From an optimization exercise on the open Yosys and OpenROAD flow, aimed at small area and a short achievable clock period; shortcuts taken in it are not production practice.
In this exercise RTL edits were held to simulation tests only and were not proved equivalent to the original.

<file path="config.mk">
export PLATFORM = sky130hd
export DESIGN_NAME = muldiv_ctrl
export DESIGN_NICKNAME = muldiv_ctrl
export VERILOG_FILES = /design/flow/design.v
export SDC_FILE = /design/flow/constraint.sdc
export NUM_CORES = 4
export LEC_CHECK = 0
export ABC_AREA = 1
export CAP_MARGIN = 40
export CORE_MARGIN = 2
export CORE_UTILIZATION = 40
export CTS_BUF_LIST = sky130_fd_sc_hd__clkbuf_8
export SLEW_MARGIN = 20
</file>
<file path="constraint.sdc">
create_clock -name core_clock -period 120.0 [get_ports {clk}]
set_input_delay 24.0000 -clock core_clock [delete_from_list [all_inputs] [get_ports {clk}]]
set_output_delay 24.0000 -clock core_clock [all_outputs]
set_load 0.01 [all_outputs]
</file>
<file path="design.v">
package md_pkg;
  localparam logic [2:0] MD_NONE  = 3'd0;
  localparam logic [2:0] MD_MULT  = 3'd1;
  localparam logic [2:0] MD_MULTU = 3'd2;
  localparam logic [2:0] MD_DIV   = 3'd3;
  localparam logic [2:0] MD_DIVU  = 3'd4;
  localparam logic [2:0] MD_MTHI  = 3'd5;
  localparam logic [2:0] MD_MTLO  = 3'd6;
  function automatic logic md_is_mul(input logic [2:0] op);
    md_is_mul = op == MD_MULT || op == MD_MULTU;
  endfunction
  function automatic logic md_is_div(input logic [2:0] op);
    md_is_div = op == MD_DIV || op == MD_DIVU;
  endfunction
  function automatic logic md_is_multdiv(input logic [2:0] op);
    md_is_multdiv = md_is_mul(op) || md_is_div(op);
  endfunction
  function automatic logic [31:0] md_cneg(input logic [31:0] x, input logic s);
    logic any;
    any = 1'b0;
    for (int i = 0; i < 32; i++) begin
      md_cneg[i] = x[i] ^ (s & any);
      any        = any | x[i];
    end
  endfunction
endpackage
module md_brow
(
  input  logic [31:0] p,
  input  logic [32:0] x,
  input  logic [2:0]  m,
  output logic [31:0] pn,
  output logic [1:0]  o
);
  logic        one, two, neg;
  logic [33:0] xs, ad, pe, s;
  logic [34:0] c;
  assign one  = m[1] ^ m[0];
  assign two  = m[2] ? !m[1] && !m[0] : m[1] && m[0];
  assign neg  = m[2];
  assign xs   = {x[32], x};
  assign ad   = (({34{one}} & xs) | ({34{two}} & {xs[32:0], 1'b0})) ^ {34{neg}};
  assign pe   = {{2{p[31]}}, p};
  assign c[0] = neg;
  for (genvar i = 0; i < 34; i++) begin : g_fa
    assign s[i]   = pe[i] ^ ad[i] ^ c[i];
    assign c[i+1] = (pe[i] & ad[i]) | (c[i] & (pe[i] | ad[i]));
  end
  assign o  = s[1:0];
  assign pn = s[33:2];
endmodule
module md_drow
(
  input  logic [31:0] r,
  input  logic        bin,
  input  logic [31:0] xd,
  input  logic        cin,
  output logic [31:0] rn,
  output logic        q
);
  logic [32:0] rp;
  logic [31:0] t;
  logic [32:0] c;
  assign rp   = {r, bin};
  assign c[0] = cin;
  for (genvar i = 0; i < 32; i++) begin : g_fa
    assign t[i]   = rp[i] ^ xd[i] ^ c[i];
    assign c[i+1] = (rp[i] & xd[i]) | (c[i] & (rp[i] | xd[i]));
  end
  assign q  = rp[32] | c[32];
  assign rn = q ? t : rp[31:0];
endmodule
module muldiv_ctrl
#(
  parameter int MULT_CYCLES = 5,
  parameter int DIV_CYCLES  = 10
) (
  input  logic        clk,
  input  logic        reset_n,
  input  logic        start,
  input  logic [2:0]  op,
  input  logic [31:0] a,
  input  logic [31:0] b,
  input  logic        IntReq,
  output logic        busy,
  output logic        md_stall,
  output logic [31:0] hi,
  output logic [31:0] lo
);
  logic [3:0]  cnt;
  logic [31:0] x;       
  logic [31:0] p;       
  logic [31:0] y;       
  logic        f_div, f_sgn, f_cin, f_negq, f_negr, f_dz, f_q31, f_q30;
  logic is_mul, is_div, sgn, accept, last;
  assign is_mul   = md_pkg::md_is_mul(op);
  assign is_div   = md_pkg::md_is_div(op);
  assign sgn      = op == md_pkg::MD_MULT || op == md_pkg::MD_DIV;
  assign busy     = cnt != 4'd0;
  assign md_stall = busy || (start && md_pkg::md_is_multdiv(op));
  assign accept   = start && !IntReq && !busy && op != md_pkg::MD_NONE;
  assign last     = cnt == 4'd1;
  logic [31:0] xi;      
  logic [5:0]  yi;      
  logic [4:0]  ym;      
  logic        si;      
  logic        f_ov;    
  logic [31:0] mp [0:3];
  logic [5:0]  mo;
  assign xi    = busy ? x : b;
  assign yi    = busy ? y[11:6] : a[5:0];
  assign si    = busy ? f_sgn : sgn;
  assign ym    = {last ? {2{si & yi[1]}} : yi[3:2], yi[1:0], busy & f_ov};
  assign mp[0] = busy ? p : 32'd0;
  for (genvar r = 0; r < 3; r++) begin : g_mrow
    md_brow u_row (
      .p (mp[r]),
      .x ({si & xi[31], xi}),
      .m (r == 2 ? {yi[5:4], ym[4]} : ym[2*r+2:2*r]),
      .pn(mp[r+1]),
      .o (mo[2*r+1:2*r])
    );
  end
  logic [31:0] dr [0:3];
  logic [2:0]  dq;
  assign dr[0] = p;
  for (genvar r = 0; r < 3; r++) begin : g_drow
    md_drow u_row (
      .r  (dr[r]),
      .bin(y[29-r]),
      .xd (x),
      .cin(f_cin),
      .rn (dr[r+1]),
      .q  (dq[2-r])
    );
  end
  logic        negb;
  logic [31:0] am;      
  logic [1:0]  dl;      
  logic        dsmall;  
  logic        d1, d2, d3, q31, q30;
  logic [1:0]  r2;
  assign negb   = sgn && b[31];
  assign am     = md_pkg::md_cneg(busy ? {f_q31, f_q30, y[26:0], dq} : a,
                                  busy ? f_negq : is_div && sgn && a[31]);
  assign dl     = negb ? {b[1] ^ b[0], b[0]} : b[1:0];
  assign dsmall = negb ? &b[31:2] : ~|b[31:2];
  assign d1     = dsmall && dl == 2'd1;
  assign d2     = dsmall && dl == 2'd2;
  assign d3     = dsmall && dl == 2'd3;
  assign q31    = d1 && am[31];
  assign q30    = d1 ? am[30] : d2 ? am[31] : d3 && am[31] && am[30];
  assign r2     = (d1 || d2 && am[31] || d3 && am[31] && am[30]) ? {1'b0, d2 && am[30]} :
                  d2 ? {1'b0, am[30]} : am[31:30];
  always_ff @(posedge clk) begin
    f_ov <= yi[5];
    if (!busy) begin
      f_div  <= is_div;
      f_sgn  <= sgn;
      f_cin  <= !negb;
      f_negq <= sgn && (a[31] ^ b[31]);
      f_negr <= sgn && a[31];
      f_dz   <= b == 32'd0;
      f_q31  <= q31;
      f_q30  <= q30;
      x      <= b ^ {32{is_div && !negb}};
      p      <= is_div ? {30'd0, r2} : mp[3];
      y      <= {am[31:6], is_div ? am[5:0] : mo};
    end else if (f_div) begin
      p <= dr[3];
      y <= {y[28:0], dq};
    end else begin
      p <= mp[3];
      y <= {mo, y[31:12], y[5:0]};
    end
  end
  always_ff @(posedge clk or negedge reset_n) begin
    if (!reset_n) begin
      cnt <= 4'd0;
      hi  <= 32'd0;
      lo  <= 32'd0;
    end else begin
      if (busy)
        cnt <= cnt - 4'd1;
      else if (accept && is_mul)
        cnt <= 4'(MULT_CYCLES);
      else if (accept && is_div)
        cnt <= 4'(DIV_CYCLES);
      if (accept && op == md_pkg::MD_MTHI)
        hi <= a;
      if (accept && op == md_pkg::MD_MTLO)
        lo <= am;
      if (last && !f_div) begin
        hi <= {mp[2][29:0], mo[3:2]};
        lo <= {mo[1:0], y[31:8], y[5:0]};
      end
      if (last && f_div && !f_dz) begin
        hi <= md_pkg::md_cneg(dr[3], f_negr);
        lo <= am;
      end
    end
  end
endmodule
</file>
<file path="flow/run.sh">
#!/bin/bash
set -euo pipefail
cp standard.sh standard.sh.txt
export BUFFER_PORTS_ARGS="-buffer_cell sky130_fd_sc_hd__buf_1"
bash standard.sh > standard.log 2>&1
</file>
<file path="standard.sh">
#!/bin/bash
# synth_recipe.tcl (not shown) runs the flow's synth.tcl, then flattens the netlist and writes it again
# the make line also repeats each setting of config.mk as NAME=value (left out here)
make -C /OpenROAD-flow-scripts/flow DESIGN_CONFIG=/design/flow/config.mk WORK_HOME=/design/flow/orfs CLKGATE_MAP_FILE= SYNTH_SCRIPT=/design/flow/synth_recipe.tcl "${@:-finish}"
</file>
==> flow_metrics.py, run 1 <==
metrics = {
    "floorplanning": {
        "die_h_um": 210,
        "rows": 75,
        "io_pins": 137,
        "initial_utilization_pct": 40.6,
        "die_w_um": 210,
        "core_area_um2": 41900,
        "die-area_um2": 44300,
    },
    "synth": {
        "ys_seq_elements": 173,
        "yosys_warnings": 5,
        "yosysSeqAreaShare_pct": 25.0,
        "ys_types": 48,
        "synthesis.area_um2": 17000,
        "syn_inst": 2097,
        "async_reset_ff_share_pct": 39.3,
        "synth_nets": 2370,
        "syn_avg_cell_area_um2": 8.12,
        "synth_ff_type": "dfrtp_1",
        "synth-edff-count": 45,
    },
    "critical_path": {
        "crit_type": "in -> out",
        "startpoint_type": "primary input",
        "worstPathArrival_ns": 24.97,
        "critPathCaptureType": "output pin",
        "critPathRequiredTime_ns": 96.00,
        "crit_fanout": 5,
    },
    "place": {
        "gp_congestion": 0.924,
        "dp_hpwl_mm": 42.3,
        "io_buffers": 136,
    },
    "clock_network": {
        "cts_resized": 0,
        "clk_latency_ns": 0.56,
        "cts_setup_buffers": 0,
        "clockBufferDepth": 2,
        "cts_buffers": 17,
        "hold_buffers": 0,
        "clk_pin_slew_ns": 0.10,
        "cts_root_buf": "clkbuf_8",
        "cts_tree": "yes",
        "cts_sinks": 173,
        "htree_levels": 4,
    },
    "drt": {
        "vias": 15072,
        "wl_per_cell_um": 20.2,
        "drt_iter0_drc": 1240,
        "ant_nets": 0,
        "wl_mm": 55.1,
        "dr.pass1.iters": 5,
        "drc": 0,
        "viasPerCell": 5.53,
    },
    "sta": {
        "setup_viol": 0,
        "max_slew.worst_pin.slew_ns": 0.795,
        "hold_viol_final": 0,
        "min_period_ns": 48.97,
        "rsz0062_at_grt": "false",
        "max_slew_margin_pct": 46.4,
        "timing.fmax_mhz": 20.4,
        "finalSetupTns_ns": 0,
        "finClkSkew_ns": 0.0303,
        "slew_viol_final": 0,
        "min_period_over_period_pct": 40.8,
    },
    "grt": {
        "grt_pass1_wl_mm": 86.7,
        "grt_overflow": 0,
        "antenna_found_initial": 1,
        "grt_use_total_pct": 25.6,
        "grtUsageMet2_pct": 40.8,
        "busiest_layer": "met2",
        "grt_max_degree": 79,
        "grtUsageMet1_pct": 35.2,
        "grt_pass1_vias": 14996,
        "grt_use_met3_pct": 3.35,
    },
    "finish": {
        "syn_to_final_growth_pct": 9.17,
        "finalNetCount": 2446,
        "layout-drive-gt1-share_pct": 5.81,
    },
    "min_path": {
        "hp-class": "reg -> reg",
    },
    "status": {
        "status": "complete, no violations",
    },
    "flow_run": {
        "cap_violations": 0,
    },
}
-- kinds of logic (layout without fill, tap and decap cells) --
family	after synthesis	after routing	share of synthesized area, %
simple gates	691	691	17.4
xor+xnor	186	186	9.56
other cells	0	1	0
mux	9	9	0.529
fa+ha+maj	202	202	23.3
flops	173	173	25.0
buf+inv	372	461	8.42
compound gates	464	464	15.9
-- cell usage after synthesis (8+ instances only) --
master | instances | area, um^2
a21oi_1 | 92 | 460
nand2_2 | 8 | 50.1
mux2i_1 | 9 | 90.1
nand4_1 | 17 | 106
o22ai_1 | 134 | 838
nand2_1 | 410 | 1540
xnor2_1 | 16 | 140
a31oi_1 | 20 | 125
dfxtp_1 | 60 | 1200
buf_1 | 17 | 63.8
edfxtp_1 | 45 | 1350
ha_1 | 11 | 138
xor2_1 | 170 | 1490
fa_1 | 191 | 3820
dfrtp_1 | 68 | 1700
o21ai_0 | 119 | 596
o211ai_1 | 39 | 293
nand3_1 | 34 | 170
inv_1 | 248 | 931
clkbuf_1 | 84 | 315
o21ai_1 | 36 | 180
nor2_1 | 176 | 661
-- state kept, by name, summed over array words and instances, names as in the netlist --
register,flops
x,32
f_q30,1
f_negq,1
f_negr,1
f_dz,1
lo,32
f_ov,1
f_q31,1
f_div,1
y,32
hi,32
f_sgn,1
f_cin,1
p,32
cnt,4
-- metrics by stage --
| stage | hold slack, ns | instances | setup slack, ns | util, % | area [um^2] |
|---|---|---|---|---|---|
| floorplan | 0.437 | 2097 | 71.50 | - | 17000 |
| global placement | 0.460 | 2684 | 71.14 | 42.9 | 18000 |
| detailed placement | 0.465 | 2692 | 71.08 | 43.2 | 18100 |
| CTS | 0.492 | 2724 | 71.07 | 44.3 | 18600 |
| global route | 0.507 | 2726 | 70.98 | 44.3 | 18600 |
| finish | 0.487 | 2726 | 71.03 | 44.3 | 18600 |
-- routing by layer --
metal	share of wire, %	routed length, um	vias to the layer above
li1	-	-	6999
met1	43	23600	7371
met2	46	25600	583
met3	6.8	3730	119
met4	4.0	2210	0
met5	0	0	-
-- critical path, cell delays in order --
cell     delay (ns)
buf_1          0.15
inv_1          0.11
nand3_1        0.14
nand2_1        0.17
o21ai_0        0.20
nand2_1        0.06
buf_1          0.14
-- placed cells by master, fill, tap and decap left out, types with 7 or more instances in the layout --
| cell | count |
|---|---|
| buf_4 | 25 |
| xnor2_1 | 16 |
| nand4_2 | 7 |
| nand3_1 | 34 |
| o211ai_1 | 39 |
| ha_1 | 11 |
| nand2_1 | 407 |
| inv_1 | 247 |
| o21ai_1 | 36 |
| nor2_4 | 7 |
| a21oi_1 | 92 |
| nand2_2 | 10 |
| fa_1 | 191 |
| buf_1 | 135 |
| dfxtp_1 | 60 |
| o21ai_0 | 119 |
| xor2_1 | 170 |
| edfxtp_1 | 45 |
| nand4_1 | 17 |
| o22ai_1 | 134 |
| nor4_1 | 7 |
| a31oi_1 | 20 |
| nor2_2 | 8 |
| nor2_1 | 175 |
| dfrtp_1 | 68 |
| clkbuf_8 | 17 |
-- path summary, 6_finish.rpt --
check	slack, ns	start	depth (start not counted)	end
max in group asynchronous	95.97	reset_n	3	hi[26]$_DFFE_PN0P_
worst min register to register	0.49	f_sgn$_DFF_P_	2	f_sgn$_DFF_P_
worst max register to register	74.31	f_cin$_DFFE_PP_	129	hi[28]$_DFFE_PN0P_
worst max-delay path	71.03	op[2]	7	md_stall
worst min-delay path	0.49	f_sgn$_DFF_P_	2	f_sgn$_DFF_P_
min in group asynchronous	23.42	reset_n	2	hi[11]$_DFFE_PN0P_
-- final cells by class --
| cell class | instances | area [um^2] |
|---|---|---|
| clock buffers | 17 | 234 |
| diodes | 1 | 2.50 |
| flip-flops and latches | 173 | 4250 |
| clock inverters | 15 | 198 |
| repair buffers | 170 | 882 |
| inverters | 259 | 975 |
| well taps | 539 | 674 |
| multi-input cells | 1552 | 11400 |
| fillers | 4230 | 23300 |
==> run 2, diff against run 1 <==
--- a/flow/run.sh
+++ b/flow/run.sh
@@ -4,2 +4,4 @@
 export BUFFER_PORTS_ARGS="-buffer_cell sky130_fd_sc_hd__buf_1"
+export SETUP_SLACK_MARGIN=72
+export SETUP_MOVE_SEQUENCE="unbuffer,sizeup,swap,clone"
 bash standard.sh > standard.log 2>&1
==> flow_metrics.py, run 2 <==
metrics = {
    "status": {
        "status": "complete, no violations",
    },
    "synth": {
        "synth_ff_type": "dfrtp_1",
        "yosysTopAreaCell": "fa_1",
        "async_reset_ff_share_pct": 39.3,
        "syn_avg_cell_area_um2": 8.12,
        "synth_nets": 2370,
        "synth.area.top_cells": "fa_1 (22%), dfrtp_1 (10%), nand2_1 (9.0%)",
        "ys_types": 48,
        "synth_compound_gate_area_share_pct": 15.9,
        "netlist.area_leader.share_pct": 22.4,
        "netlist_top_cells_count": "nand2_1 (410), inv_1 (248), fa_1 (191)",
        "synthAdderAreaFrac_pct": 23.3,
        "synthSimpleGateAreaFrac_pct": 17.4,
        "synthMuxAreaShare_pct": 0.529,
        "synthXorXnorAreaFrac_pct": 9.56,
        "syn_inst": 2097,
        "synthesis.area_um2": 17000,
        "yosysSeqAreaShare_pct": 25.0,
        "synth-edff-count": 45,
        "ys_seq_elements": 173,
        "yosys_warnings": 5,
        "synth.most_common_cell": "nand2_1",
        "synth_top_family_by_area": "adder cells",
    },
    "critical_path": {
        "cp_top_family": "buffers and inverters",
        "critPathCaptureType": "output pin",
        "crit_fanout": 5,
        "critPathRequiredTime_ns": 96.00,
        "regToRegStartpoint": "f_cin$_DFFE_PP_",
        "cp_num_buf_inv": 2,
        "rr_worst_depth": 130,
        "cp_num_cells": 7,
        "slowest_delay_ns": 0.17,
        "path_cells": "buf_6 -> nor2_4 -> nand2_2 -> nand2_4 -> o21ai_2 -> nand2_1 -> buf_2",
        "worstPathArrival_ns": 24.68,
        "crit_path_top_delay_cell": "buf_2",
        "startpoint_type": "primary input",
        "worstSetupStartpoint": "op[1]",
        "crit_type": "in -> out",
    },
    "clock_network": {
        "cts_tree": "yes",
        "cts_sinks": 173,
        "hold_buffers": 0,
        "clk_pin_slew_ns": 0.12,
        "cts_setup_buffers": 0,
        "htree_levels": 4,
        "cts_root_buf": "clkbuf_8",
        "clockBufferDepth": 2,
        "clk_latency_ns": 0.55,
        "cts_buffers": 17,
    },
    "drt": {
        "vias": 14887,
        "drc": 0,
        "wl_per_cell_um": 20.2,
        "drt_iter0_drc": 1177,
        "wl_mm": 55.0,
        "viasPerCell": 5.47,
        "dr.pass1.iters": 5,
        "ant_nets": 0,
    },
    "min_path": {
        "hp-class": "reg -> reg",
        "min-delay-start": "lo[10]$_DFFE_PN0P_",
        "min_path_cells": 2,
    },
    "floorplanning": {
        "rows": 75,
        "initial_utilization_pct": 40.6,
        "die_w_um": 210,
        "core_area_um2": 41900,
        "die-area_um2": 44300,
        "io_pins": 137,
        "die_h_um": 210,
    },
    "sta": {
        "finClkSkew_ns": 0.0299,
        "timing.fmax_mhz": 20.5,
        "setup_viol": 0,
        "min_period_ns": 48.68,
        "rsz0062_at_grt": "true",
        "max_slew.worst_pin.slew_ns": 0.781,
        "fin_ws_ns": 71.32,
        "min_period_over_period_pct": 40.6,
        "slew_viol_final": 0,
        "finalSetupTns_ns": 0,
        "hold_viol_final": 0,
        "max_slew_margin_pct": 47.8,
    },
    "finish": {
        "n_antenna_cell": 0,
        "layout-drive-gt1-share_pct": 6.36,
        "fin_cells": 2724,
        "mostFrequentLayoutCell": "nand2_1",
        "syn_to_final_growth_pct": 9.08,
        "final_cell_mix": "nand2_1 (403), inv_1 (246), fa_1 (191)",
        "finalNetCount": 2445,
        "num-fill-cells": 4267,
    },
    "place": {
        "pre_cts_ws_ns": 70.99,
        "io_buffers": 136,
        "gp_congestion": 0.942,
        "dp_cells": 2691,
        "dp_hpwl_mm": 42.1,
    },
    "grt": {
        "grt_overflow": 0,
        "grt_use_total_pct": 25.5,
        "grt_pass1_vias": 14951,
        "grt_max_degree": 62,
        "antenna_found_initial": 0,
        "grt_pass1_wl_mm": 86.4,
    },
    "flow_run": {
        "cap_violations": 0,
    },
}
-- run 2: changes by cell type in the layout (fill, tap and decap cells not counted), moves of 2 or more --
cell        change
buf_1           -4
buf_16          -2
buf_6           +2
buf_8           +2
bufinv_16       -2
clkinvlp_4      +2
nand2_1         -4
nand2_2         +3
nor2_1          -2
nor2_4          +2
-- run 2: area by class of cell --
cell class | count | area (um^2) | share of cell area [%]
multi-input cells | 1552 | 11400 | 61.5
flip-flops and latches | 173 | 4250 | 22.9
inverters | 259 | 990 | 5.33
repair buffers | 169 | 857 | 4.61
well taps | 539 | 674 | 3.63
clock buffers | 17 | 234 | 1.26
clock inverters | 15 | 149 | 0.801
-- run 2: path summary, 6_finish.rpt --
kind	endpoint	slack (ns)
setup / recovery	md_stall	71.32
max in group asynchronous	hi[26]$_DFFE_PN0P_	95.95
hold reg to reg	lo[10]$_DFFE_PN0P_	0.49
setup reg to reg	hi[30]$_DFFE_PN0P_	74.45
hold / removal	lo[10]$_DFFE_PN0P_	0.49
min in group asynchronous	hi[11]$_DFFE_PN0P_	23.43
-- run 2: worst reg2reg max path: cells and delay by family, from the launching register on --
| family | cells | cell delay [ns] |
|---|---|---|
| flip-flops | 1 | 0.39 |
| AND/OR/NAND/NOR | 20 | 3.19 |
| buffers and inverters | 9 | 1.61 |
| adder cells (fa/ha/maj) | 94 | 39.07 |
| AO/OA/AOI/OAI | 7 | 1.19 |
-- run 2: repair_timing --
action / in CTS / in global routing
pin swaps: 6 / 0
gates resized for setup: 17 / 1
gates cloned: 0 / 0
hold endpoints to repair: 0 / 0
endpoints found under the setup margin: 1 / 1
-- run 2: per-stage QoR --
stage | area, um^2 | util, % | hold slack (ns)
2_1_floorplan | 17100 | - | 0.437
3_3_place_gp | 18000 | 43.0 | 0.461
3_5_place_dp | 18100 | 43.2 | 0.465
4_1_cts | 18600 | 44.3 | 0.495
5_1_grt | 18600 | 44.3 | 0.517
6_report | 18600 | 44.3 | 0.490
-- run 2: cell families after synthesis --
group	after synthesis
AOI/OAI and AO/OA	464
xor gates and xnor gates	186
and+or+nand+nor	691
adders and majority gates	202
buffers and inverters	372
DFF	173
muxes	9
-- run 2: metal layers --
metal  global-route usage, %  part of all wire, %  up-vias
li1                        -                    -     6987
met1                    35.0                   44     7260
met2                    41.1                   46      554
met3                    3.23                  6.5       86
met4                    10.1                  3.5        0
met5                       0                    0        -
==> run 3, diff against run 2 <==
--- a/config.mk
+++ b/config.mk
@@ -11,3 +11,2 @@
 export CORE_UTILIZATION = 40
-export CTS_BUF_LIST = sky130_fd_sc_hd__clkbuf_8
 export SLEW_MARGIN = 20
==> flow_metrics.py, run 3 <==
metrics = {
    "drt": {
        "ant_nets": 0,
        "drt_iter0_drc": 1172,
        "vias": 14922,
        "wl_per_cell_um": 20.3,
        "dr.pass1.iters": 5,
        "viasPerCell": 5.48,
        "wl_mm": 55.2,
        "drc": 0,
    },
    "floorplanning": {
        "die_h_um": 210,
        "die_w_um": 210,
        "io_pins": 137,
        "initial_utilization_pct": 40.6,
        "core_area_um2": 41900,
        "rows": 75,
        "die-area_um2": 44300,
    },
    "synth": {
        "synthSimpleGateAreaFrac_pct": 17.4,
        "synth_ff_type": "dfrtp_1",
        "syn_inst": 2097,
        "synth_top_family_by_area": "adder cells",
        "synthAdderAreaFrac_pct": 23.3,
        "async_reset_ff_share_pct": 39.3,
        "yosysTopAreaCell": "fa_1",
        "ys_types": 48,
        "synthesis.area_um2": 17000,
        "synth.area.top_cells": "fa_1 (22%), dfrtp_1 (10%), nand2_1 (9.0%)",
        "yosys_warnings": 5,
        "synthXorXnorAreaFrac_pct": 9.56,
        "ys_seq_elements": 173,
        "synth_nets": 2370,
        "netlist_top_cells_count": "nand2_1 (410), inv_1 (248), fa_1 (191)",
        "netlist.area_leader.share_pct": 22.4,
        "synth.most_common_cell": "nand2_1",
        "synth-edff-count": 45,
        "yosysSeqAreaShare_pct": 25.0,
        "synth_compound_gate_area_share_pct": 15.9,
        "synthMuxAreaShare_pct": 0.529,
        "syn_avg_cell_area_um2": 8.12,
    },
    "grt": {
        "grt_max_degree": 62,
        "grt_use_total_pct": 25.5,
        "antenna_found_initial": 0,
        "grt_overflow": 0,
        "grt_pass1_wl_mm": 86.4,
        "grt_pass1_vias": 14963,
    },
    "finish": {
        "finalNetCount": 2445,
        "n_antenna_cell": 0,
        "multiInputGateArea_um2": 11400,
        "post-route-util_pct": 44.8,
        "num-fill-cells": 4252,
        "seqCellArea_um2": 4250,
        "final_cell_mix": "nand2_1 (403), inv_1 (245), fa_1 (191)",
        "layout-drive-gt1-share_pct": 6.36,
        "syn_to_final_growth_pct": 10.2,
        "mostFrequentLayoutCell": "nand2_1",
    },
    "clock_network": {
        "htree_levels": 4,
        "hold_buffers": 0,
        "cts_buffers": 17,
        "clockBufferDepth": 2,
        "clk_pin_slew_ns": 0.08,
        "clk_latency_ns": 0.49,
        "cts_tree": "yes",
        "cts_setup_buffers": 0,
        "cts_root_buf": "clkbuf_16",
        "cts_sinks": 173,
    },
    "place": {
        "dp_hpwl_mm": 42.1,
        "io_buffers": 136,
        "gp_congestion": 0.942,
    },
    "critical_path": {
        "critPathRequiredTime_ns": 96.00,
        "critPathCaptureType": "output pin",
        "crit_fanout": 5,
        "worstPathArrival_ns": 24.68,
        "crit_type": "in -> out",
        "startpoint_type": "primary input",
    },
    "sta": {
        "max_slew.worst_pin.slew_ns": 0.802,
        "slew_viol_final": 0,
        "finalSetupTns_ns": 0,
        "finClkSkew_ns": 0.0325,
        "timing.fmax_mhz": 20.5,
        "max_slew_margin_pct": 46.3,
        "min_period_over_period_pct": 40.6,
        "min_period_ns": 48.68,
        "hold_viol_final": 0,
        "rsz0062_at_grt": "true",
        "setup_viol": 0,
    },
    "status": {
        "status": "complete, no violations",
    },
    "min_path": {
        "hp-class": "reg -> reg",
    },
    "flow_run": {
        "cap_violations": 0,
    },
}
## run 3: cells by family (layout without fill, tap and decap cells)
group,Yosys count,in the layout
XOR/XNOR,186,186
adder cells (fa/ha/maj),202,202
AO/OA/AOI/OAI,464,464
buffers and inverters,372,460
AND/OR/NAND/NOR,691,691
multiplexers,9,9
flip-flops,173,173
## run 3: final timing paths
path                                    start                  to  slack, ns  depth (start not counted)
max in group asynchronous             reset_n  hi[26]$_DFFE_PN0P_      95.88                          3
min                        lo[10]$_DFFE_PN0P_  lo[10]$_DFFE_PN0P_       0.48                          2
min reg2reg                lo[10]$_DFFE_PN0P_  lo[10]$_DFFE_PN0P_       0.48                          2
max                                     op[1]            md_stall      71.32                          7
max reg2reg                   f_cin$_DFFE_PP_  hi[31]$_DFFE_PN0P_      74.44                        129
min in group asynchronous             reset_n  hi[11]$_DFFE_PN0P_      23.51                          2
## run 3: worst max-delay path, stage by stage
cell	delay [ns]
buf_6	0.11
nor2_4	0.05
nand2_2	0.08
nand2_4	0.07
o21ai_2	0.13
nand2_1	0.06
buf_2	0.17
## run 3: what timing repair did
| item | CTS | global route |
|---|---|---|
| setup endpoints to repair | 1 | 1 |
| gates resized for setup | 17 | 1 |
| pin swaps | 6 | 0 |
## run 3: cell type report
cell class	count	share of cell area, %
Timing Repair Buffer	169	4.57
Tap cell	539	3.59
Inverter	259	5.27
Clock inverter	14	0.773
Multi-Input combinational cell	1552	60.9
Clock buffer	18	2.29
Sequential cell	173	22.7
## run 3: per-layer routing
layer | up-vias | GRT usage, % | wire [um]
li1 | 6991 | - | -
met1 | 7310 | 35.0 | 24400
met2 | 530 | 41.2 | 25500
met3 | 91 | 3.29 | 3330
met4 | 0 | 9.59 | 1930
met5 | - | 0 | 0
## run 3: metrics by stage
step | setup slack, ns | area [um^2] | hold slack [ns] | cells
final | 71.32 | 18800 | 0.482 | 2724
after global routing | 71.27 | 18800 | 0.509 | 2724
after CTS | 71.33 | 18800 | 0.487 | 2723
after detailed placement | 70.99 | 18100 | 0.465 | 2691
after global placement | 71.02 | 18000 | 0.461 | 2685
after floorplan | 71.61 | 17100 | 0.437 | 2097
==> run 4, diff against run 3 <==
--- a/config.mk
+++ b/config.mk
@@ -10,3 +10,4 @@
 export CORE_MARGIN = 2
-export CORE_UTILIZATION = 40
+export CORE_UTILIZATION = 60
+export PLACE_DENSITY = 0.72
 export SLEW_MARGIN = 20
==> flow_metrics.py, run 4 <==
metrics = {
    "floorplanning": {
        "die_h_um": 173,
        "rows": 61,
        "initial_utilization_pct": 61.1,
        "core_area_um2": 27900,
        "io_pins": 137,
        "die_w_um": 173,
        "die-area_um2": 29800,
    },
    "status": {
        "status": "complete, no violations",
    },
    "drt": {
        "ant_nets": 0,
        "wl_per_cell_um": 20.6,
        "wl_mm": 52.8,
        "vias": 15406,
        "drt_iter0_drc": 1799,
        "dr.pass1.iters": 6,
        "drc": 0,
        "viasPerCell": 6.01,
    },
    "grt": {
        "grt_use_met3_pct": 6.03,
        "grt_pass1_wl_mm": 84.4,
        "busiest_layer": "met2",
        "antenna_found_initial": 1,
        "grt_pass1_vias": 15385,
        "grtUsageMet1_pct": 49.3,
        "grt_overflow": 0,
        "grt_use_total_pct": 36.1,
        "grtUsageMet2_pct": 56.4,
        "grt_max_degree": 79,
    },
    "sta": {
        "holdWs_ns": 0.481,
        "min_period_over_period_pct": 40.6,
        "max_slew_margin_pct": 39.3,
        "min_period_ns": 48.69,
        "rsz0062_at_grt": "true",
        "hold_viol_final": 0,
        "timing.fmax_mhz": 20.5,
        "finalSetupTns_ns": 0,
        "setup_viol": 0,
        "finClkSkew_ns": 0.0170,
        "slew_viol_final": 0,
        "max_slew.worst_pin.slew_ns": 0.910,
    },
    "place": {
        "dp_hpwl_mm": 39.3,
        "io_buffers": 136,
        "gp_congestion": 0.961,
    },
    "min_path": {
        "hp-class": "reg -> reg",
        "min_path_cells": 2,
    },
    "critical_path": {
        "startpoint_type": "primary input",
        "rr_worst_depth": 130,
        "critPathCaptureType": "output pin",
        "crit_fanout": 3,
        "critPathRequiredTime_ns": 96.00,
        "worstPathArrival_ns": 24.69,
        "crit_type": "in -> out",
    },
    "synth": {
        "yosys_warnings": 5,
        "netlist_top_cells_count": "nand2_1 (410), inv_1 (248), fa_1 (191)",
        "ys_types": 48,
        "syn_inst": 2097,
        "netlist.area_leader.share_pct": 22.4,
        "synth-edff-count": 45,
        "yosysTopAreaCell": "fa_1",
        "ys_seq_elements": 173,
        "synthesis.area_um2": 17000,
        "syn_avg_cell_area_um2": 8.12,
        "synth_nets": 2370,
        "synth_ff_type": "dfrtp_1",
        "yosysSeqAreaShare_pct": 25.0,
        "synth.area.top_cells": "fa_1 (22%), dfrtp_1 (10%), nand2_1 (9.0%)",
        "synth.most_common_cell": "nand2_1",
        "async_reset_ff_share_pct": 39.3,
    },
    "finish": {
        "layout-drive-gt1-share_pct": 6.36,
        "final_cell_mix": "nand2_1 (403), inv_1 (245), fa_1 (191)",
        "multiInputGateArea_um2": 11400,
        "mostFrequentLayoutCell": "nand2_1",
        "seqCellArea_um2": 4250,
        "syn_to_final_growth_pct": 9.50,
        "finalNetCount": 2444,
        "num-fill-cells": 2417,
    },
    "clock_network": {
        "clk_pin_slew_ns": 0.08,
        "cts_sinks": 173,
        "clockBufferDepth": 2,
        "htree_levels": 4,
        "cts_tree": "yes",
        "cts_root_buf": "clkbuf_16",
        "cts_buffers": 17,
        "cts_setup_buffers": 0,
        "hold_buffers": 0,
        "clk_latency_ns": 0.46,
    },
    "flow_run": {
        "cap_violations": 0,
    },
}
==> run 4: changes by cell type in the layout (fill, tap and decap cells not counted), moves of 2 or more <==
| cell | before | now |
|---|---|---|
| buf_2 | 3 | 1 |
| clkinv_8 | 2 | 6 |
| buf_12 | 2 | 4 |
| inv_6 | 2 | 0 |
| inv_8 | 5 | 1 |
| clkinvlp_4 | 2 | 0 |
| inv_12 | 1 | 6 |
==> run 4: critical path: stages <==
cell	delay [ns]
buf_12	0.12
inv_12	0.05
nor2_4	0.03
nand2_2	0.08
nand2_2	0.07
o21ai_2	0.11
nand2_1	0.06
buf_2	0.16
==> run 4: stage by stage <==
step / instance area (um^2) / std cells / setup WS, ns / utilization, %
6_report: 18700 / 2563 / 71.31 / 67.0
4_1_cts: 18600 / 2560 / 71.36 / 66.8
3_5_place_dp: 17900 / 2528 / 71.01 / 64.3
2_1_floorplan: 17100 / 2097 / 71.61 / -
3_3_place_gp: 17800 / 2523 / 71.05 / 64.0
5_1_grt: 18700 / 2563 / 71.27 / 67.0
==> run 4: kinds of logic (layout without fill, tap and decap cells) <==
logic type	count (synthesis)	count (layout)	share of synthesized area (%)
AO/OA/AOI/OAI	464	464	15.9
multiplexers	9	9	0.529
AND/OR/NAND/NOR	691	691	17.4
flip-flops	173	173	25.0
buffers and inverters	372	459	8.42
XOR/XNOR	186	186	9.56
other	0	1	0
adder cells (fa/ha/maj)	202	202	23.3
==> run 4: routing by layer <==
layer | wire [um] | vias up
li1 | - | 6990
met1 | 21200 | 7369
met2 | 24100 | 872
met3 | 4890 | 175
met4 | 2590 | 0
met5 | 0 | -
==> run 4: area by class of cell <==
class	instances	share of cell area (%)
Antenna cell	1	0.0134
Clock buffer	17	2.28
Clock inverter	15	1.15
Inverter	259	5.31
Multi-Input combinational cell	1552	61.2
Sequential cell	173	22.8
Tap cell	378	2.54
Timing Repair Buffer	168	4.68
==> run 4: what timing repair did <==
| action | CTS | global route |
|---|---|---|
| endpoints found under the setup margin | 1 | 1 |
| resized for setup | 16 | 1 |
| pin swaps | 5 | 0 |
==> run 4: final timing paths <==
kind	start	endpoint	slack (ns)
min	lo[5]$_DFFE_PN0P_	lo[5]$_DFFE_PN0P_	0.48
max reg2reg	f_cin$_DFFE_PP_	hi[28]$_DFFE_PN0P_	74.27
max	op[0]	md_stall	71.31
min reg2reg	lo[5]$_DFFE_PN0P_	lo[5]$_DFFE_PN0P_	0.48
min in group asynchronous	reset_n	hi[9]$_DFFE_PN0P_	23.52
max in group asynchronous	reset_n	lo[21]$_DFFE_PN0P_	95.91
==> run 5, diff against run 4 <==
--- a/design.v
+++ b/design.v
@@ -109,3 +109,3 @@
   logic [5:0]  mo;
-  assign xi    = busy ? x : b;
+  assign xi    = (x & {32{busy}}) | ((b ^ {32{is_div && !(sgn && b[31])}}) & {32{!busy}});
   assign yi    = busy ? y[11:6] : a[5:0];
@@ -154,2 +154,3 @@
                   d2 ? {1'b0, am[30]} : am[31:30];
+  always_ff @(posedge clk) x <= xi;
   always_ff @(posedge clk) begin
@@ -165,3 +166,2 @@
       f_q30  <= q30;
-      x      <= b ^ {32{is_div && !negb}};
       p      <= is_div ? {30'd0, r2} : mp[3];
--- a/config.mk
+++ b/config.mk
@@ -10,4 +10,5 @@
 export CORE_MARGIN = 2
-export CORE_UTILIZATION = 60
-export PLACE_DENSITY = 0.72
+export CORE_UTILIZATION = 40
+export CTS_CLUSTER_DIAMETER = 150
+export CTS_CLUSTER_SIZE = 40
 export SLEW_MARGIN = 20
==> flow_metrics.py, run 5 <==
metrics = {
    "synth": {
        "syn_avg_cell_area_um2": 7.81,
        "synth.area.top_cells": "fa_1 (23%), dfxtp_1 (11%), dfrtp_1 (10%)",
        "yosysSeqAreaShare_pct": 23.3,
        "yosysTopAreaCell": "fa_1",
        "syn_inst": 2159,
        "yosys_warnings": 5,
        "synth_nets": 2432,
        "netlist.area_leader.share_pct": 22.7,
        "async_reset_ff_share_pct": 39.3,
        "synth_ff_type": "dfxtp_1",
        "ys_seq_elements": 173,
        "synthesis.area_um2": 16900,
        "ys_types": 52,
        "synth-edff-count": 13,
        "synth.most_common_cell": "nand2_1",
        "netlist_top_cells_count": "nand2_1 (417), inv_1 (287), fa_1 (191)",
    },
    "sta": {
        "max_slew_margin_pct": 43.3,
        "max_slew.worst_pin.slew_ns": 0.842,
        "setup_viol": 0,
        "hold_viol_final": 0,
        "finClkSkew_ns": 0.0198,
        "finalSetupTns_ns": 0,
        "min_period_over_period_pct": 40.5,
        "holdWs_ns": 0.479,
        "min_period_ns": 48.64,
        "slew_viol_final": 0,
        "timing.fmax_mhz": 20.6,
        "rsz0062_at_grt": "true",
    },
    "finish": {
        "finalNetCount": 2502,
        "n_antenna_cell": 0,
        "multiInputGateArea_um2": 11400,
        "num-fill-cells": 4194,
        "syn_to_final_growth_pct": 10.2,
        "layout-drive-gt1-share_pct": 6.47,
        "seqCellArea_um2": 3930,
        "final_cell_mix": "nand2_1 (411), inv_1 (284), fa_1 (191)",
        "mostFrequentLayoutCell": "nand2_1",
    },
    "floorplanning": {
        "initial_utilization_pct": 40.4,
        "die_w_um": 209,
        "die-area_um2": 43800,
        "die_h_um": 209,
        "io_pins": 137,
        "rows": 75,
        "core_area_um2": 41800,
    },
    "critical_path": {
        "path_cells": "buf_12 -> nor2_4 -> nand2_2 -> nand2_4 -> o21ai_2 -> nand2_1 -> buf_2",
        "worstPathArrival_ns": 24.64,
        "critPathRequiredTime_ns": 96.00,
        "startpoint_type": "primary input",
        "crit_type": "in -> out",
        "cp_top_family": "simple AND/OR/NAND/NOR gates",
        "rrSetupSlack_ns": 74.16,
        "crit_path_top_delay_cell": "buf_12",
        "worstSetupStartpoint": "op[0]",
        "reg2reg_to": "hi[29]$_DFFE_PN0P_",
        "crit_fanout": 6,
        "rr_worst_depth": 132,
        "regToRegStartpoint": "f_cin$_DFFE_PP_",
        "critPathCaptureType": "output pin",
        "cp_num_buf_inv": 2,
        "cp_num_cells": 7,
        "slowest_delay_ns": 0.12,
        "crit_end": "md_stall",
    },
    "drt": {
        "wl_mm": 55.8,
        "viasPerCell": 5.55,
        "wl_per_cell_um": 20.1,
        "vias": 15439,
        "dr.pass1.iters": 5,
        "drt_iter0_drc": 1219,
        "drc": 0,
        "ant_nets": 0,
    },
    "min_path": {
        "min_path_cells": 2,
        "hp-class": "reg -> reg",
    },
    "flow_run": {
        "cap_violations": 0,
    },
    "grt": {
        "grt_use_total_pct": 26.1,
        "grt_overflow": 0,
        "antenna_found_initial": 1,
        "grt_pass1_wl_mm": 88.2,
        "grt_max_degree": 75,
        "grt_pass1_vias": 15459,
    },
    "clock_network": {
        "htree_levels": 4,
        "clk_latency_ns": 0.48,
        "clk_pin_slew_ns": 0.07,
        "cts_tree": "yes",
        "cts_sinks": 173,
        "cts_setup_buffers": 0,
        "cts_buffers": 17,
        "cts_root_buf": "clkbuf_16",
        "clockBufferDepth": 2,
        "hold_buffers": 0,
    },
    "place": {
        "dp_hpwl_mm": 43.4,
        "io_buffers": 136,
        "gp_congestion": 0.933,
    },
    "status": {
        "status": "complete, no violations",
    },
}
run 5: cell count changes in the layout (fill, tap and decap cells not counted), moves of 9 or more:
| cell | previous run | this run |
|---|---|---|
| a31oi_1 | 20 | 31 |
| xor2_1 | 170 | 142 |
| inv_1 | 245 | 284 |
| a21oi_1 | 92 | 61 |
| nor2_1 | 173 | 164 |
| o21ai_1 | 36 | 47 |
| dfxtp_1 | 60 | 92 |
| nand3_1 | 33 | 74 |
| edfxtp_1 | 45 | 13 |
run 5: metal layers:
metal | part of all wire, % | track usage (%) | up-vias
met2 | 46 | 42.5 | 615
met3 | 7.1 | 4.34 | 117
met4 | 3.7 | 10.3 | 4
li1 | - | - | 7196
met1 | 43 | 34.8 | 7507
met5 | 0.048 | 0 | -
run 5: stage by stage:
stage / cell area [um^2] / worst slack, ns / util, % / cells
2_1_floorplan: 16900 / 71.57 / - / 2159
3_3_place_gp: 17900 / 71.03 / 42.8 / 2744
3_5_place_dp: 17900 / 71.02 / 42.9 / 2747
4_1_cts: 18500 / 71.36 / 44.4 / 2779
5_1_grt: 18600 / 71.31 / 44.5 / 2781
6_report: 18600 / 71.36 / 44.5 / 2781
run 5: logic make-up after synthesis:
kind of cell	count (synthesis)	synth area share, %
compound gates	475	16.7
xor+xnor	159	8.25
fa+ha+maj	202	23.5
buf+inv	414	9.39
flops	173	23.3
mux	4	0.237
simple gates	732	18.6
run 5: worst register-to-register path, delay by kind of cell, from the launching register on:
kind	cells	cell delay, ns
AOI/OAI and AO/OA	5	0.76
xor gates and xnor gates	1	0.15
adders and majority gates	94	39.15
and+or+nand+nor	22	3.31
buffers and inverters	10	1.97
DFF	1	0.40
run 5: worst min path at each step:
| stage | from | endpoint | slack, ns |
|---|---|---|---|
| CTS | lo[15]$_DFFE_PN0P_ | lo[15]$_DFFE_PN0P_ | 0.48 |
| floorplan | f_sgn$_DFF_P_ | f_sgn$_DFF_P_ | 0.44 |
| global route | lo[27]$_DFFE_PN0P_ | lo[27]$_DFFE_PN0P_ | 0.51 |
| detailed placement | lo[15]$_DFFE_PN0P_ | lo[15]$_DFFE_PN0P_ | 0.47 |
| global placement | f_sgn$_DFF_P_ | f_sgn$_DFF_P_ | 0.46 |
| finish | lo[25]$_DFFE_PN0P_ | lo[25]$_DFFE_PN0P_ | 0.48 |
run 5: what timing repair did:
item,CTS,global route
pin swaps,3,2
gates resized for setup,19,2
setup endpoints to repair,1,1
run 5: area by class of cell:
| cell class | instances | share of cell area, % |
|---|---|---|
| Timing Repair Buffer | 171 | 4.62 |
| Clock buffer | 20 | 2.46 |
| Tap cell | 539 | 3.63 |
| Multi-Input combinational cell | 1572 | 61.6 |
| Sequential cell | 173 | 21.2 |
| Clock inverter | 12 | 0.545 |
| Inverter | 294 | 6.04 |
==> run 6, diff against run 5 <==
--- a/config.mk
+++ b/config.mk
@@ -11,4 +11,3 @@
 export CORE_UTILIZATION = 40
-export CTS_CLUSTER_DIAMETER = 150
-export CTS_CLUSTER_SIZE = 40
+export CTS_BUF_LIST = sky130_fd_sc_hd__clkbuf_8 sky130_fd_sc_hd__clkbuf_16
 export SLEW_MARGIN = 20
==> flow_metrics.py, run 6 <==
metrics = {
    "synth": {
        "syn_avg_cell_area_um2": 7.81,
        "yosysSeqAreaShare_pct": 23.3,
        "async_reset_ff_share_pct": 39.3,
        "netlist.area_leader.share_pct": 22.7,
        "synth_nets": 2432,
        "synth_ff_type": "dfxtp_1",
        "ys_seq_elements": 173,
        "syn_inst": 2159,
        "synth-edff-count": 13,
        "synth.area.top_cells": "fa_1 (23%), dfxtp_1 (11%), dfrtp_1 (10%)",
        "synth.most_common_cell": "nand2_1",
        "ys_types": 52,
        "synthesis.area_um2": 16900,
        "netlist_top_cells_count": "nand2_1 (417), inv_1 (287), fa_1 (191)",
        "yosys_warnings": 5,
        "yosysTopAreaCell": "fa_1",
    },
    "critical_path": {
        "worstSetupStartpoint": "op[0]",
        "path_cells": "buf_12 -> nor2_4 -> nand2_2 -> nand2_4 -> o21ai_2 -> nand2_1 -> buf_2",
        "regToRegStartpoint": "f_cin$_DFFE_PP_",
        "crit_path_top_delay_cell": "buf_12",
        "crit_fanout": 6,
        "rrSetupSlack_ns": 74.16,
        "critPathCaptureType": "output pin",
        "crit_type": "in -> out",
        "slowest_delay_ns": 0.12,
        "startpoint_type": "primary input",
        "critPathRequiredTime_ns": 96.00,
        "reg2reg_to": "hi[29]$_DFFE_PN0P_",
        "rr_worst_depth": 132,
        "worstPathArrival_ns": 24.64,
        "crit_end": "md_stall",
    },
    "drt": {
        "wl_mm": 55.8,
        "dr.pass1.iters": 5,
        "wl_per_cell_um": 20.1,
        "drc": 0,
        "vias": 15429,
        "ant_nets": 0,
        "drt_iter0_drc": 1219,
        "viasPerCell": 5.55,
    },
    "finish": {
        "n_antenna_cell": 0,
        "finalNetCount": 2502,
        "multiInputGateArea_um2": 11400,
        "seqCellArea_um2": 3930,
        "num-fill-cells": 4194,
        "syn_to_final_growth_pct": 10.2,
        "layout-drive-gt1-share_pct": 6.47,
        "mostFrequentLayoutCell": "nand2_1",
        "final_cell_mix": "nand2_1 (411), inv_1 (285), fa_1 (191)",
        "fin_cells": 2781,
    },
    "clock_network": {
        "cts_buffers": 17,
        "htree_levels": 4,
        "cts_sinks": 173,
        "cts_root_buf": "clkbuf_16",
        "clk_latency_ns": 0.48,
        "clk_pin_slew_ns": 0.07,
        "cts_tree": "yes",
        "clockBufferDepth": 2,
        "hold_buffers": 0,
        "cts_setup_buffers": 0,
    },
    "floorplanning": {
        "initial_utilization_pct": 40.4,
        "rows": 75,
        "die_w_um": 209,
        "core_area_um2": 41800,
        "io_pins": 137,
        "die_h_um": 209,
        "die-area_um2": 43800,
    },
    "sta": {
        "timing.fmax_mhz": 20.6,
        "min_period_over_period_pct": 40.5,
        "slew_viol_final": 0,
        "max_slew_margin_pct": 43.3,
        "hold_viol_final": 0,
        "rsz0062_at_grt": "true",
        "max_slew.worst_pin.slew_ns": 0.842,
        "setup_viol": 0,
        "finClkSkew_ns": 0.0197,
        "min_period_ns": 48.64,
        "finalSetupTns_ns": 0,
    },
    "place": {
        "dp_cells": 2747,
        "io_buffers": 136,
        "dp_hpwl_mm": 43.4,
        "gp_congestion": 0.933,
    },
    "flow_run": {
        "cap_violations": 0,
    },
    "grt": {
        "grt_pass1_wl_mm": 88.2,
        "grt_pass1_vias": 15459,
        "grt_max_degree": 75,
        "grt_overflow": 0,
        "grt_use_total_pct": 26.1,
        "antenna_found_initial": 1,
    },
    "status": {
        "status": "complete, no violations",
    },
    "min_path": {
        "hp-class": "reg -> reg",
    },
}
run 6: cell counts after synthesis:
Identical to the previous run, type by type.
run 6: logic make-up after synthesis:
group                      count (synthesis)  share of synthesized area, %
xor gates and xnor gates                 159                          8.25
DFF                                      173                          23.3
AOI/OAI and AO/OA                        475                          16.7
and+or+nand+nor                          732                          18.6
muxes                                      4                         0.237
adders and majority gates                202                          23.5
buffers and inverters                    414                          9.39
run 6: final cells by class:
| type | instances | area share [%] |
|---|---|---|
| clock inverters | 13 | 0.565 |
| multi-input cells | 1572 | 61.6 |
| repair buffers | 171 | 4.62 |
| flip-flops and latches | 173 | 21.2 |
| well taps | 539 | 3.63 |
| clock buffers | 19 | 2.44 |
| inverters | 294 | 6.04 |
run 6: worst max-delay path: cells and delay by family:
family | cells | cell delay (ns)
buf+inv | 2 | 0.24
compound gates | 1 | 0.06
simple gates | 4 | 0.35
run 6: worst min path at each step:
stage	end	slack [ns]	start	depth (start not counted)
2_1_floorplan	f_sgn$_DFF_P_	0.44	f_sgn$_DFF_P_	2
3_3_place_gp	f_sgn$_DFF_P_	0.46	f_sgn$_DFF_P_	2
3_5_place_dp	lo[15]$_DFFE_PN0P_	0.47	lo[15]$_DFFE_PN0P_	2
4_1_cts	lo[15]$_DFFE_PN0P_	0.48	lo[15]$_DFFE_PN0P_	2
5_1_grt	lo[27]$_DFFE_PN0P_	0.51	lo[27]$_DFFE_PN0P_	2
6_report	lo[25]$_DFFE_PN0P_	0.48	lo[25]$_DFFE_PN0P_	2
run 6: layer usage:
metal | part of all wire (%) | vias to the layer above | track usage [%] | routed length [um]
met2 | 47 | 622 | 42.5 | 26000
met3 | 7.3 | 110 | 4.34 | 4050
met5 | 0.048 | - | 0 | 27
li1 | - | 7195 | - | -
met1 | 43 | 7498 | 34.8 | 23700
met4 | 3.6 | 4 | 10.3 | 1990
run 6: metrics by stage:
step	utilization [%]	area (um^2)	hold WS [ns]	setup WS [ns]
finish	44.5	18600	0.479	71.36
global route	44.5	18600	0.505	71.31
CTS	44.4	18500	0.483	71.36
detailed placement	42.9	17900	0.465	71.02
global placement	42.8	17900	0.460	71.03
floorplan	-	16900	0.437	71.57
run 6: repair_timing:
action	4_1_cts	5_1_grt
endpoints found under the setup margin	1	1
gates cloned	0	0
resized for setup	19	2
pin swaps	3	2
==> run 7, diff against run 6 <==
--- a/config.mk
+++ b/config.mk
@@ -8,6 +8,5 @@
 export ABC_AREA = 1
-export CAP_MARGIN = 40
+export CAP_MARGIN = 20
 export CORE_MARGIN = 2
 export CORE_UTILIZATION = 40
-export CTS_BUF_LIST = sky130_fd_sc_hd__clkbuf_8 sky130_fd_sc_hd__clkbuf_16
 export SLEW_MARGIN = 20
==> flow_metrics.py, run 7 <==
metrics = {
    "drt": {
        "drc": 0,
        "dr.pass1.iters": 8,
        "ant_nets": 0,
        "wl_per_cell_um": 20.1,
        "wl_mm": 55.8,
        "viasPerCell": 5.56,
        "drt_iter0_drc": 1185,
        "vias": 15451,
    },
    "sta": {
        "finalSetupTns_ns": 0,
        "slew_viol_final": 0,
        "finClkSkew_ns": 0.0172,
        "min_period_ns": 48.64,
        "max_slew_margin_pct": 31.1,
        "max_slew.worst_pin.slew_ns": 1.03,
        "min_period_over_period_pct": 40.5,
        "hold_viol_final": 0,
        "rsz0062_at_grt": "true",
        "setup_viol": 0,
        "timing.fmax_mhz": 20.6,
    },
    "critical_path": {
        "cp_num_buf_inv": 2,
        "crit_path_top_delay_cell": "buf_8",
        "worstPathArrival_ns": 24.64,
        "slowest_delay_ns": 0.12,
        "crit_fanout": 6,
        "critPathCaptureType": "output pin",
        "path_cells": "buf_8 -> nor2_4 -> nand2_2 -> nand2_4 -> o21ai_2 -> nand2_1 -> buf_2",
        "cp_top_family": "simple AND/OR/NAND/NOR gates",
        "crit_type": "in -> out",
        "critPathRequiredTime_ns": 96.00,
        "startpoint_type": "primary input",
    },
    "finish": {
        "layout-drive-gt1-share_pct": 6.17,
        "syn_to_final_growth_pct": 9.81,
        "design_area_um2": 18500,
        "finalNetCount": 2497,
        "final_cell_mix": "nand2_1 (411), inv_1 (284), fa_1 (191)",
        "mostFrequentLayoutCell": "nand2_1",
    },
    "floorplanning": {
        "core_area_um2": 41800,
        "io_pins": 137,
        "rows": 75,
        "die_w_um": 209,
        "initial_utilization_pct": 40.4,
        "die-area_um2": 43800,
        "die_h_um": 209,
    },
    "synth": {
        "synth.most_common_cell": "nand2_1",
        "netlist_top_cells_count": "nand2_1 (417), inv_1 (287), fa_1 (191)",
        "synthAdderAreaFrac_pct": 23.5,
        "yosys_warnings": 5,
        "syn_inst": 2159,
        "synth_ff_type": "dfxtp_1",
        "synthSimpleGateAreaFrac_pct": 18.6,
        "synth-edff-count": 13,
        "synth_nets": 2432,
        "synthXorXnorAreaFrac_pct": 8.25,
        "async_reset_ff_share_pct": 39.3,
        "yosysSeqAreaShare_pct": 23.3,
        "synth_top_family_by_area": "adder cells",
        "netlist.area_leader.share_pct": 22.7,
        "ys_types": 52,
        "yosysTopAreaCell": "fa_1",
        "synth.area.top_cells": "fa_1 (23%), dfxtp_1 (11%), dfrtp_1 (10%)",
        "synthMuxAreaShare_pct": 0.237,
        "ys_seq_elements": 173,
        "synth_compound_gate_area_share_pct": 16.7,
        "synthesis.area_um2": 16900,
        "syn_avg_cell_area_um2": 7.81,
    },
    "clock_network": {
        "clk_pin_slew_ns": 0.07,
        "cts_buffers": 17,
        "cts_sinks": 173,
        "clockBufferDepth": 2,
        "cts_setup_buffers": 0,
        "clk_latency_ns": 0.48,
        "cts_tree": "yes",
        "cts_root_buf": "clkbuf_16",
        "hold_buffers": 0,
        "htree_levels": 4,
    },
    "grt": {
        "antenna_found_initial": 1,
        "grt_pass1_wl_mm": 88.8,
        "grt_use_total_pct": 26.2,
        "grt_pass1_vias": 15422,
        "grt_max_degree": 75,
        "grt_overflow": 0,
    },
    "status": {
        "status": "complete, no violations",
    },
    "flow_run": {
        "cap_violations": 0,
    },
    "place": {
        "io_buffers": 136,
        "dp_hpwl_mm": 43.2,
        "gp_congestion": 0.933,
        "place_area_um2": 17900,
    },
    "min_path": {
        "hp-class": "reg -> reg",
    },
}
==> run 7: cell counts after synthesis <==
No cell type changed its count.
==> run 7: worst min-delay path: cells and delay by family (launching register included) <==
| kind | cells | cell delay [ns] |
|---|---|---|
| DFF | 1 | 0.35 |
| and+or+nand+nor | 2 | 0.10 |
==> run 7: through the flow <==
step                cells  hold slack, ns  utilization, %  setup slack [ns]
floorplan            2159           0.437               -             71.57
global placement     2744           0.460            42.8             71.03
detailed placement   2744           0.465            42.8             71.02
CTS                  2776           0.483            44.3             71.34
global route         2776           0.498            44.4             71.32
finish               2778           0.480            44.4             71.36
==> run 7: final timing paths <==
kind / start / to / slack (ns) / cells past startpoint
worst max-delay path: op[1] / md_stall / 71.36 / 7
worst min-delay path: lo[25]$_DFFE_PN0P_ / lo[25]$_DFFE_PN0P_ / 0.48 / 2
worst max register to register: f_cin$_DFFE_PP_ / hi[29]$_DFFE_PN0P_ / 74.04 / 132
worst min register to register: lo[25]$_DFFE_PN0P_ / lo[25]$_DFFE_PN0P_ / 0.48 / 2
max in group asynchronous: reset_n / hi[22]$_DFFE_PN0P_ / 95.63 / 2
min in group asynchronous: reset_n / hi[0]$_DFFE_PN0P_ / 23.74 / 2
==> run 7: layout make-up <==
type / instances / area [um^2]
multi-input combinational: 1572 / 11400
timing repair buffer: 166 / 769
sequential: 173 / 3930
clock inverter: 11 / 104
clock buffer: 21 / 472
inverter: 294 / 1120
tap: 539 / 674
antenna: 2 / 5.00
fill: 4210 / 23200
==> run 7: what timing repair did <==
item | CTS | global route
pin swaps | 5 | 3
resized for setup | 16 | 5
setup endpoints to repair | 1 | 1
==> run 7: metal layers <==
metal  up-vias  routed length, um  track usage [%]
li1       7163                  -                -
met1      7540              24000             35.4
met2       635              25700             42.2
met3       113               3920             4.06
met4         0               2170             11.1
met5         -                  0                0
==> run 7: kinds of logic after synthesis <==
family,count (synthesis)
multiplexers,4
flip-flops,173
adder cells (fa/ha/maj),202
buffers and inverters,414
XOR/XNOR,159
AND/OR/NAND/NOR,732
AO/OA/AOI/OAI,475
==> run 8, diff against run 7 <==
--- a/config.mk
+++ b/config.mk
@@ -8,3 +8,3 @@
 export ABC_AREA = 1
-export CAP_MARGIN = 20
+export CAP_MARGIN = 40
 export CORE_MARGIN = 2
==> flow_metrics.py, run 8 <==
metrics = {
    "status": {
        "status": "complete, no violations",
    },
    "grt": {
        "grt_pass1_wl_mm": 88.2,
        "grt_overflow": 0,
        "grt_use_total_pct": 26.1,
        "grt_max_degree": 75,
        "antenna_found_initial": 1,
        "grt_pass1_vias": 15459,
    },
    "sta": {
        "min_period_ns": 48.64,
        "rsz0062_at_grt": "true",
        "min_period_over_period_pct": 40.5,
        "setup_viol": 0,
        "timing.fmax_mhz": 20.6,
        "finClkSkew_ns": 0.0198,
        "max_slew_margin_pct": 43.3,
        "slew_viol_final": 0,
        "hold_viol_final": 0,
        "max_slew.worst_pin.slew_ns": 0.842,
        "finalSetupTns_ns": 0,
    },
    "clock_network": {
        "cts_setup_buffers": 0,
        "cts_sinks": 173,
        "hold_buffers": 0,
        "cts_buffers": 17,
        "clk_latency_ns": 0.48,
        "cts_root_buf": "clkbuf_16",
        "htree_levels": 4,
        "clockBufferDepth": 2,
        "clk_pin_slew_ns": 0.07,
        "cts_tree": "yes",
    },
    "flow_run": {
        "cap_violations": 0,
    },
    "synth": {
        "netlist_top_cells_count": "nand2_1 (417), inv_1 (287), fa_1 (191)",
        "async_reset_ff_share_pct": 39.3,
        "synth.area.top_cells": "fa_1 (23%), dfxtp_1 (11%), dfrtp_1 (10%)",
        "syn_avg_cell_area_um2": 7.81,
        "synth.most_common_cell": "nand2_1",
        "netlist.area_leader.share_pct": 22.7,
        "synth_nets": 2432,
        "yosys_warnings": 5,
        "ys_types": 52,
        "yosysSeqAreaShare_pct": 23.3,
        "yosysTopAreaCell": "fa_1",
        "synthesis.area_um2": 16900,
        "synth_ff_type": "dfxtp_1",
        "ys_seq_elements": 173,
        "synth-edff-count": 13,
        "syn_inst": 2159,
    },
    "floorplanning": {
        "die-area_um2": 43800,
        "io_pins": 137,
        "core_area_um2": 41800,
        "initial_utilization_pct": 40.4,
        "rows": 75,
        "die_h_um": 209,
        "die_w_um": 209,
    },
    "critical_path": {
        "rrSetupSlack_ns": 74.16,
        "startpoint_type": "primary input",
        "crit_type": "in -> out",
        "critPathCaptureType": "output pin",
        "worstPathArrival_ns": 24.64,
        "rr_worst_depth": 132,
        "critPathRequiredTime_ns": 96.00,
        "reg2reg_to": "hi[29]$_DFFE_PN0P_",
        "regToRegStartpoint": "f_cin$_DFFE_PP_",
        "crit_fanout": 6,
    },
    "finish": {
        "design_area_um2": 18600,
        "final_cell_mix": "nand2_1 (411), inv_1 (284), fa_1 (191)",
        "layout-drive-gt1-share_pct": 6.47,
        "syn_to_final_growth_pct": 10.2,
        "mostFrequentLayoutCell": "nand2_1",
        "finalNetCount": 2502,
        "n_antenna_cell": 0,
    },
    "place": {
        "place_area_um2": 17900,
        "io_buffers": 136,
        "gp_congestion": 0.933,
        "dp_hpwl_mm": 43.4,
    },
    "drt": {
        "viasPerCell": 5.55,
        "drc": 0,
        "vias": 15439,
        "wl_per_cell_um": 20.1,
        "wl_mm": 55.8,
        "dr.pass1.iters": 5,
        "ant_nets": 0,
        "drt_iter0_drc": 1219,
    },
    "min_path": {
        "min-delay-start": "lo[25]$_DFFE_PN0P_",
        "hp-class": "reg -> reg",
        "min_path_cells": 2,
        "holdPathEnd": "lo[25]$_DFFE_PN0P_",
    },
}
## run 8: cell counts after synthesis
No cell type changed its count.
## run 8: worst max path at each step
stage	to	startpoint
floorplan	md_stall	op[0]
global placement	md_stall	op[0]
detailed placement	md_stall	op[0]
CTS	md_stall	op[0]
global route	md_stall	op[0]
finish	md_stall	op[0]
## run 8: kinds of logic (layout without fill, tap and decap cells)
logic type / after synthesis / in the layout / synth area share, %
compound gates: 475 / 475 / 16.7
xor+xnor: 159 / 159 / 8.25
fa+ha+maj: 202 / 202 / 23.5
buf+inv: 414 / 497 / 9.39
flops: 173 / 173 / 23.3
mux: 4 / 4 / 0.237
simple gates: 732 / 732 / 18.6
## run 8: repair_timing
item,4_1_cts,5_1_grt
pin swaps,3,2
gates resized for setup,19,2
cloned,0,0
endpoints found under the setup margin,1,1
## run 8: area by class of cell
class,instances,area [um^2]
Sequential cell,173,3930
Clock buffer,20,457
Fill cell,4194,23200
Timing Repair Buffer,171,860
Clock inverter,12,101
Multi-Input combinational cell,1572,11400
Inverter,294,1120
Tap cell,539,674
## run 8: critical path: stages
cell and delay, ns:
buf_12 0.12, nor2_4 0.12, nand2_2 0.08, nand2_4 0.10
o21ai_2 0.06, nand2_1 0.05, buf_2 0.12
## run 8: routing by layer
layer | global-route usage (%) | share of wire (%)
met5 | 0 | 0.048
met4 | 10.3 | 3.7
met3 | 4.34 | 7.1
met2 | 42.5 | 46
met1 | 34.8 | 43
## run 8: per-stage QoR
| stage | utilization [%] | setup WS (ns) | hold WS [ns] | std cells |
|---|---|---|---|---|
| after detailed placement | 42.9 | 71.02 | 0.465 | 2747 |
| after global routing | 44.5 | 71.31 | 0.505 | 2781 |
| after floorplan | - | 71.57 | 0.437 | 2159 |
| after CTS | 44.4 | 71.36 | 0.483 | 2779 |
| final | 44.5 | 71.36 | 0.479 | 2781 |
| after global placement | 42.8 | 71.03 | 0.460 | 2744 |

separate check: timing with driven ports:
No port has a modelled driver above. Below, the same layouts with a new extraction and two added sets of constraints. Step 1 (the two cells are an assumption about what drives the block):
set clk [get_ports {clk}]
set_driving_cell -lib_cell sky130_fd_sc_hd__clkbuf_16 $clk
set_driving_cell -lib_cell sky130_fd_sc_hd__buf_2 [delete_from_list [all_inputs] $clk]
Step 2 moves the port delays by t, midway between the first and last clock arrival at a register: inputs arrive t later, outputs are due t later. That takes back most of the time a late clock gives input paths. a / b / c = ideal / step 1 / step 2; a / b = the first two.
| run | t, ns | setup slack, ns | worst hold slack (ns) | worst setup path at the end |
|---|---|---|---|---|
| run 1 | 0.600 | 71.029 / 71.005 / 71.005 | 0.487 / 0.487 / 0.487 | input to output |
| run 2 | 0.585 | 71.321 / 71.270 / 71.270 | 0.490 / 0.490 / 0.490 | input to output |
| run 3 | 0.526 | 71.323 / 71.272 / 71.272 | 0.482 / 0.482 / 0.482 | input to output |
| run 4 | 0.506 | 71.307 / 71.248 / 71.248 | 0.481 / 0.481 / 0.481 | input to output |
| run 5 | 0.524 | 71.358 / 71.304 / 71.304 | 0.479 / 0.479 / 0.479 | input to output |
| run 6 | 0.524 | 71.358 / 71.305 / 71.305 | 0.479 / 0.479 / 0.479 | input to output |
| run 7 | 0.530 | 71.357 / 71.301 / 71.301 | 0.480 / 0.480 / 0.480 | input to output |
| run 8 | 0.524 | 71.358 / 71.304 / 71.304 | 0.479 / 0.479 / 0.479 | input to output |
After both steps every run listed still meets setup and hold. The setup slack of run 4, which loses most, moves by -0.059 ns with the drivers and by -0.059 ns with both steps.
